Context: an optimization exercise on an open-source flow, tuned for small area, a short achievable clock period and few clock cycles. The choices shown serve that exercise and are no tape-out recipe.
No functional check of the RTL was part of any run shown here.
Power figures rest on the tool's default switching activity, not on a simulated workload.

## flow/design.v (module list and top-level ports; edited modules follow where they fit)
// module mac_fa: 4 lines
// module mac_ha: 4 lines
// module mac_hold: 8 lines
// module approx_mac_top: 1778 lines
module approx_mac_top (
    input  wire                         clk,
    input  wire                         arst_n,
    input  wire [33:0]                  cmd,     
    input  wire                         cmd_valid,
    output logic                        cmd_ready,
    output logic [151:0]                result,  
    output logic                        result_valid,
    input  wire                         result_ready
);
  // ...
==> flow/run.sh <==
#!/bin/bash
# synth_recipe.tcl (not shown) runs the flow's synth.tcl, then flattens the netlist and writes it again
# the make line also repeats each setting of config.mk as NAME=value (left out here)
make -C /OpenROAD-flow-scripts/flow DESIGN_CONFIG=/design/flow/config.mk WORK_HOME=/design/flow/orfs CLKGATE_MAP_FILE= SYNTH_SCRIPT=/design/flow/synth_recipe.tcl finish
==> flow/config.mk <==
export PLATFORM = sky130hd
export DESIGN_NAME = approx_mac_top
export DESIGN_NICKNAME = approx_mac_top
export VERILOG_FILES = /design/flow/design.v
export SDC_FILE = /design/flow/constraint.sdc
export NUM_CORES = 4
export LEC_CHECK = 0
export CAP_MARGIN = 20
export CORE_MARGIN = 2
export CORE_UTILIZATION = 40
export SETUP_SLACK_MARGIN = 5
export SLEW_MARGIN = 20
export SYNTH_HIERARCHICAL = 1
==> flow/constraint.sdc <==
create_clock -name core_clock -period 9.0 [get_ports {clk}]
set_input_delay 1.8000 -clock core_clock [delete_from_list [all_inputs] [get_ports {clk}]]
set_output_delay 1.8000 -clock core_clock [all_outputs]
set_load 0.01 [all_outputs]
==> reports/qor.yml, run 1 <==
critical_path:
  r2r-start: "er_q[0]"
  rr_worst_depth: 17
  cp-endpoint: "err_sum[35]"
  path_delay_family: "compound AO/OA/AOI/OAI gates"
power_and_ir_drop:
  pg_comb_mw: 8.22
  power.leakage_nw: 12.1
  p_comb_frac: 0.700
  swShare: 0.459
synthesis:
  ys_seq_area_frac: 0.270
  synth_edf_count: 0
  post_synth.cell_area_avg_um2: 10.1
  muxShareOfSynthArea: 0.0272
  yosys-top-cells-count: "fa_1, nand2_1, and2_1"
  async_flop_share: 0.545
  synth-xor-area-share: 0.0570
timing:
  maxSlewHeadroom: 0.323
  hold_ws_ps: 504
  period_needed_ps: 4200
  finalWorstSetupSlack_ps: 4800
hold_path:
  hold_end: "x[3]"
floorplan:
  die_y_um: 242
  core-area_um2: 56200
  die-area_um2: 58400
cells_and_area:
  synthToLayoutAreaGrowth_pct: 21.9
  multi_input_area_share: 0.592
  nonClockBufferCount: 267
  regArea_um2: 6130
  nonClkBufAreaFrac: 0.0915
  inv_count: 105
clock_tree:
  cts_tree: "built"
  postCtsResizedCells: 83
  htree_num_levels: 2
  holdBufCountCts: 0
place:
  placed_area_um2: 25000
  io_buffers: 179
routing:
  route.detailed.drc: 0
grt:
  use_met2: 0.341
  grtUsageMet3: 0.0309
run_status:
  status: "complete, no violations"
==> inputs of run 2 (changes only) <==
--- a/flow/design.v
+++ b/flow/design.v
@@ -35,24 +35,16 @@
 module mac_fa (input wire a, input wire b, input wire c, output logic s, output logic co);
     assign s  = a ^ b ^ c;
     assign co = (a & b) | (a & c) | (b & c);
 endmodule
 module mac_ha (input wire a, input wire b, output logic s, output logic co);
     assign s  = a ^ b;
     assign co = a & b;
 endmodule
-module mac_hold #(parameter int W = 1) (
-    input  wire          hold,
-    input  wire  [W-1:0] d,
-    input  wire  [W-1:0] q,
-    output logic [W-1:0] nxt
-);
-    assign nxt = hold ? q : d;
-endmodule
 `default_nettype wire
 `default_nettype none
 module approx_mac_top (
     input  wire                         clk,
     input  wire                         arst_n,
     input  wire [33:0]                  cmd,     
     input  wire                         cmd_valid,
     output logic                        cmd_ready,
@@ -90,25 +82,22 @@
             b_clr        <= a_v && go && a_op == mac_op_pkg::OP_CLEAR;
             b_apx        <= a_v && go && a_op == mac_op_pkg::OP_MAC_APPROX;
             b_exa        <= a_v && go && a_op == mac_op_pkg::OP_MAC_EXACT;
         end
     end
     logic [16-1:0] x;   
     logic [16-1:0] y;   
     logic                   ex;  
-    logic [33:0] a_nxt;
-    mac_hold #(.W(34)) a_hold (
-        .hold (!cmd_ready),
-        .d    ({cmd_s.op, cmd_s.a, cmd_s.b}),
-        .q    ({a_op, x, y}),
-        .nxt  (a_nxt)
-    );
     always_ff @(posedge clk) begin
-        {a_op, x, y} <= a_nxt;
+        if (cmd_ready) begin
+            a_op <= cmd_s.op;
+            x    <= cmd_s.a;
+            y    <= cmd_s.b;
+        end
     end
     assign ex = (a_op == mac_op_pkg::OP_MAC_EXACT);
     logic signed [40-1:0] acc;
     logic [39:0]                  acc_s;    
     logic [39:0]                  acc_c;
     logic [20:0]                  d;        
     logic pt_w1;
     logic pt_w2;
==> reports/qor.yml, run 2 <==
critical_path:
  worstSetupStartpoint: "er_q[1]"  # was er_q[0]
  worstPathArrival_ps: 5020  # was 4660 ps
  cp-endpoint: "err_sum[29]"  # was err_sum[35]
  startpoint_type: "register"  # unchanged
  cp.required_ps: 9380  # was 9460 ps
  path_max_fanout: 8  # was 6
  worstSetupPathType: "reg -> reg"  # unchanged
  reg2reg_to: "err_sum[29]"  # was err_sum[35]
  r2r-start: "er_q[1]"  # was er_q[0]
  reg2reg_slack_ps: 4360  # was 4800 ps
  rr_worst_depth: 23  # was 17
  end_kind: "register"  # unchanged
cells_and_area:
  final_common_cell: "fa_1"  # unchanged
  nFillCells: 5028  # was 5189
  regMostFlops: "pr_q"  # unchanged
  reg_top3: "pr_q (62), err_sum (48), acc (40)"  # unchanged
  final_cell_area_um2: 27900  # was 27600 um2
  largest_reg_flops: 62  # unchanged
  synthToLayoutAreaGrowth_pct: 25.6  # was 21.9%
  diodes: 0  # unchanged
  utilization: 0.507  # was 0.491
  fin_cells: 3203  # was 3224
  layout-drive-gt1-share: 0.143  # was 0.129
  fin_nets: 2889  # was 2903
  layout_common_cells: "fa_1, nand2_1, clkdlybuf4s50_1"  # unchanged
timing:
  fmax_ghz: 0.216  # was 0.238 GHz
  finalWorstSetupSlack_ps: 4360  # was 4800 ps
  period_share: 0.515  # was 0.467
  fin_tns_setup_ps: 0  # unchanged
  hold_ws_ps: 518  # was 504 ps
  setup-violations-final: 0  # unchanged
  hold_viol_final: 0  # unchanged
  rsz0062_at_grt: "yes"  # unchanged
  period_needed_ps: 4640  # was 4200 ps
  tightest_slew_ps: 1050  # was 1010 ps
  slew_violations: 0  # unchanged
  maxSlewHeadroom: 0.298  # was 0.323
  clock_skew_ps: 19.5  # was 21.5 ps
hold_path:
  hp-class: "reg -> reg"  # unchanged
  min_from: "max_q[1]"  # was x[3]
routing:
  first_pass_iters: 5  # was 7
  viasPerCell: 5.37  # was 5.36
  drt_iter0_drc: 957  # was 931
  route.detailed.drc: 0  # unchanged
  routedWlPerCell_um: 19.8  # was 18.9 um
  final_antenna_net_count: 0  # unchanged
  routed_wl_mm: 63.3  # was 60.8 mm
  via_count: 17210  # was 17283
power_and_ir_drop:
  p_per_area_nw_per_um2: 429  # was 426 nW/um2
  power.leakage_nw: 12.3  # was 12.1 nW
  ir_worst_vdd_mv: 0.308  # was 0.233 mV
  finalPower_mw: 12.0  # was 11.7 mW
grt:
  grtUsageTotal: 0.223  # was 0.205
  grtUsageMet3: 0.0285  # was 0.0309
  antenna_found_initial: 1  # unchanged
  use_met2: 0.383  # was 0.341
  grt_pass1_wl_mm: 100  # was 96.3 mm
  first_global_vias: 18136  # was 17591
  grt_use_met1: 0.293  # was 0.280
  overflow: 0  # unchanged
  grt_max_degree: 89  # was 75
  grt_busiest_layer: "met2"  # unchanged
synthesis:
  ys_seq_area_frac: 0.289  # was 0.270
  synthFlopType: "dfrtp_1"  # unchanged
  synth.area.top_cells: "fa_1, dfrtp_1, ha_1"  # was fa_1, dfrtp_1, dfxtp_1
  ys_warn_count: 7  # unchanged
  synth_top_area_cell: "fa_1"  # unchanged
  yosys-top-cells-count: "fa_1, nand2_1, and2_1"  # unchanged
  synth_area_um2: 22300  # was 22600 um2
  synth-seq-cells: 268  # unchanged
  yosysMostFrequentCell: "fa_1"  # unchanged
  syn_inst: 2170  # was 2238
  post_synth.cell_area_avg_um2: 10.3  # was 10.1 um2
  synth_edf_count: 34  # was 0
  async_flop_share: 0.545  # unchanged
  ys_types: 85  # was 83
  yosysTopAreaCellShare: 0.241  # was 0.237
clock_tree:
  holdBufCountCts: 0  # unchanged
  cts.sinks: 268  # unchanged
  clock_latency_ps: 550  # was 540 ps
  cts_buffers: 34  # was 35
  clockRootBuffer: "clkbuf_16"  # unchanged
  htree_num_levels: 2  # unchanged
  cts.clk_slew.worst_paths_ps: 60  # about the same
  cts.path.max_buffers: 3  # unchanged
  cts_tree: "built"  # unchanged
place:
  place_ws_ps: 3700  # was 3420 ps
  place.gp.congestion: 0.855  # was 0.900
  placed_area_um2: 24700  # was 25000 um2
  io_buffers: 179  # unchanged
  dp_hpwl_mm: 44.5  # was 44.2 mm
  dpl.cell_count: 3016  # was 3094
floorplan:
  core-area_um2: 55100  # was 56200 um2
  die_y_um: 240  # was 242 um
  dieWidth_um: 240  # was 242 um
  die-area_um2: 57500  # was 58400 um2
  start_util: 0.404  # was 0.402
  placementRows: 86  # was 87
  ios: 192  # unchanged
flow_run:
  drv_cap: 0  # unchanged
run_status:
  status: "complete, no violations"  # unchanged
==> run 2: cell types whose count changed in the layout (fill, tap and decap cells not counted), moves of 20 or more <==
cell	previous run	this run
buf_4	71	102
dfxtp_1	106	86
edfxtp_1	0	34
mux2_4	30	3
nor2_1	153	123
o21ai_1	9	33
==> run 2: cell type report <==
| class | instances | area (um2) | share of cell area |
|---|---|---|---|
| Clock buffer | 47 | 1090 | 0.0390 |
| Inverter | 89 | 334 | 0.0120 |
| Timing Repair Buffer | 321 | 3090 | 0.111 |
| Clock inverter | 15 | 105 | 0.00376 |
| Tap cell | 748 | 936 | 0.0335 |
| Multi-Input combinational cell | 1715 | 15900 | 0.570 |
| Sequential cell | 268 | 6440 | 0.231 |
==> run 2: modules after synthesis, one instance, submodules excluded <==
module | cells inside | cell area [um2] | copies in the design | flops+latches
mac_ha | 1 | 12.5 | 32 | 0
mac_fa | 1 | 20.0 | 264 | 0
approx_mac_top | 1874 | 16600 | 1 | 268
==> run 2: worst min path at each step <==
stage	slack [ps]	to	cells after the start
finish	520	max_q[1]	1
global route	550	max_q[1]	1
CTS	520	max_q[1]	1
detailed placement	510	max_q[1]	1
global placement	500	acc[0]	2
floorplan	460	b_clr	1
==> run 2: power by group <==
part / switching, mW / leakage, nW / internal (mW) / total (mW)
clock network: 0.577 / 0.599 / 0.858 / 1.43
logic: 4.51 / 8.72 / 4.04 / 8.55
registers: 0.391 / 3.02 / 1.62 / 2.01
==> run 2: worst max-delay path, stage by stage, from the launching register on <==
cell,delay [ps]
dfxtp_2,330
ha_4,230
a21o_1,180
a21oi_2,160
o21bai_2,80
a21o_1,190
a21oi_4,260
nor2_4,150
xnor2_4,220
ha_4,220
a31o_1,170
a21o_1,200
a21o_1,220
a21o_1,190
a221o_1,380
and2_4,160
o211ai_1,230
a21oi_1,110
buf_4,190
o21ai_4,190
buf_6,130
buf_12,100
or3_1,120
a21oi_2,50
==> run 2: per-layer routing <==
metal	up-vias	routed length (um)
li1	7859	-
met1	8810	27400
met2	423	31400
met3	118	2820
met4	0	1750
met5	-	0
==> run 2: cell families (layout without fill, tap and decap cells) <==
logic type,after synthesis,after routing,synth area share
other cells,1,12,0.000169
simple gates,759,762,0.175
flops,268,268,0.289
xor+xnor,143,143,0.0563
compound gates,357,359,0.105
fa+ha+maj,422,422,0.328
buf+inv,203,472,0.0384
mux,17,17,0.00793
==> run 2: repair_timing <==
item,CTS,global route
gates cloned,6,0
endpoints found under the hold margin,0,0
buffers inserted,91,27
resized for setup,130,71
endpoints found under the setup margin,93,80
pin swaps,78,69

## afterwards: timing with drivers on the ports
No port has a modelled driver above. Below, the same layouts with a new extraction and two added sets of constraints. Step 1 sets driving cells, clkbuf_16 on the clock port and buf_2 on the other inputs (assumed; they add their load-dependent delay and slew). Step 2 also shifts input and output timing later by t, the mid clock arrival at the registers, as if the neighbouring blocks saw the same clock. Three values: ideal ports, drivers, drivers and shift; two values: the first two.
| run | shift t [ns] | setup WS [ns] | hold slack, ns |
|---|---|---|---|
| run 1 | 0.591 | 4.797 / 4.797 / 4.797 | 0.504 / 0.504 / 0.504 |
| run 2 | 0.603 | 4.361 / 4.361 / 4.361 | 0.518 / 0.518 / 0.518 |
After both steps setup and hold are still met in every run listed.
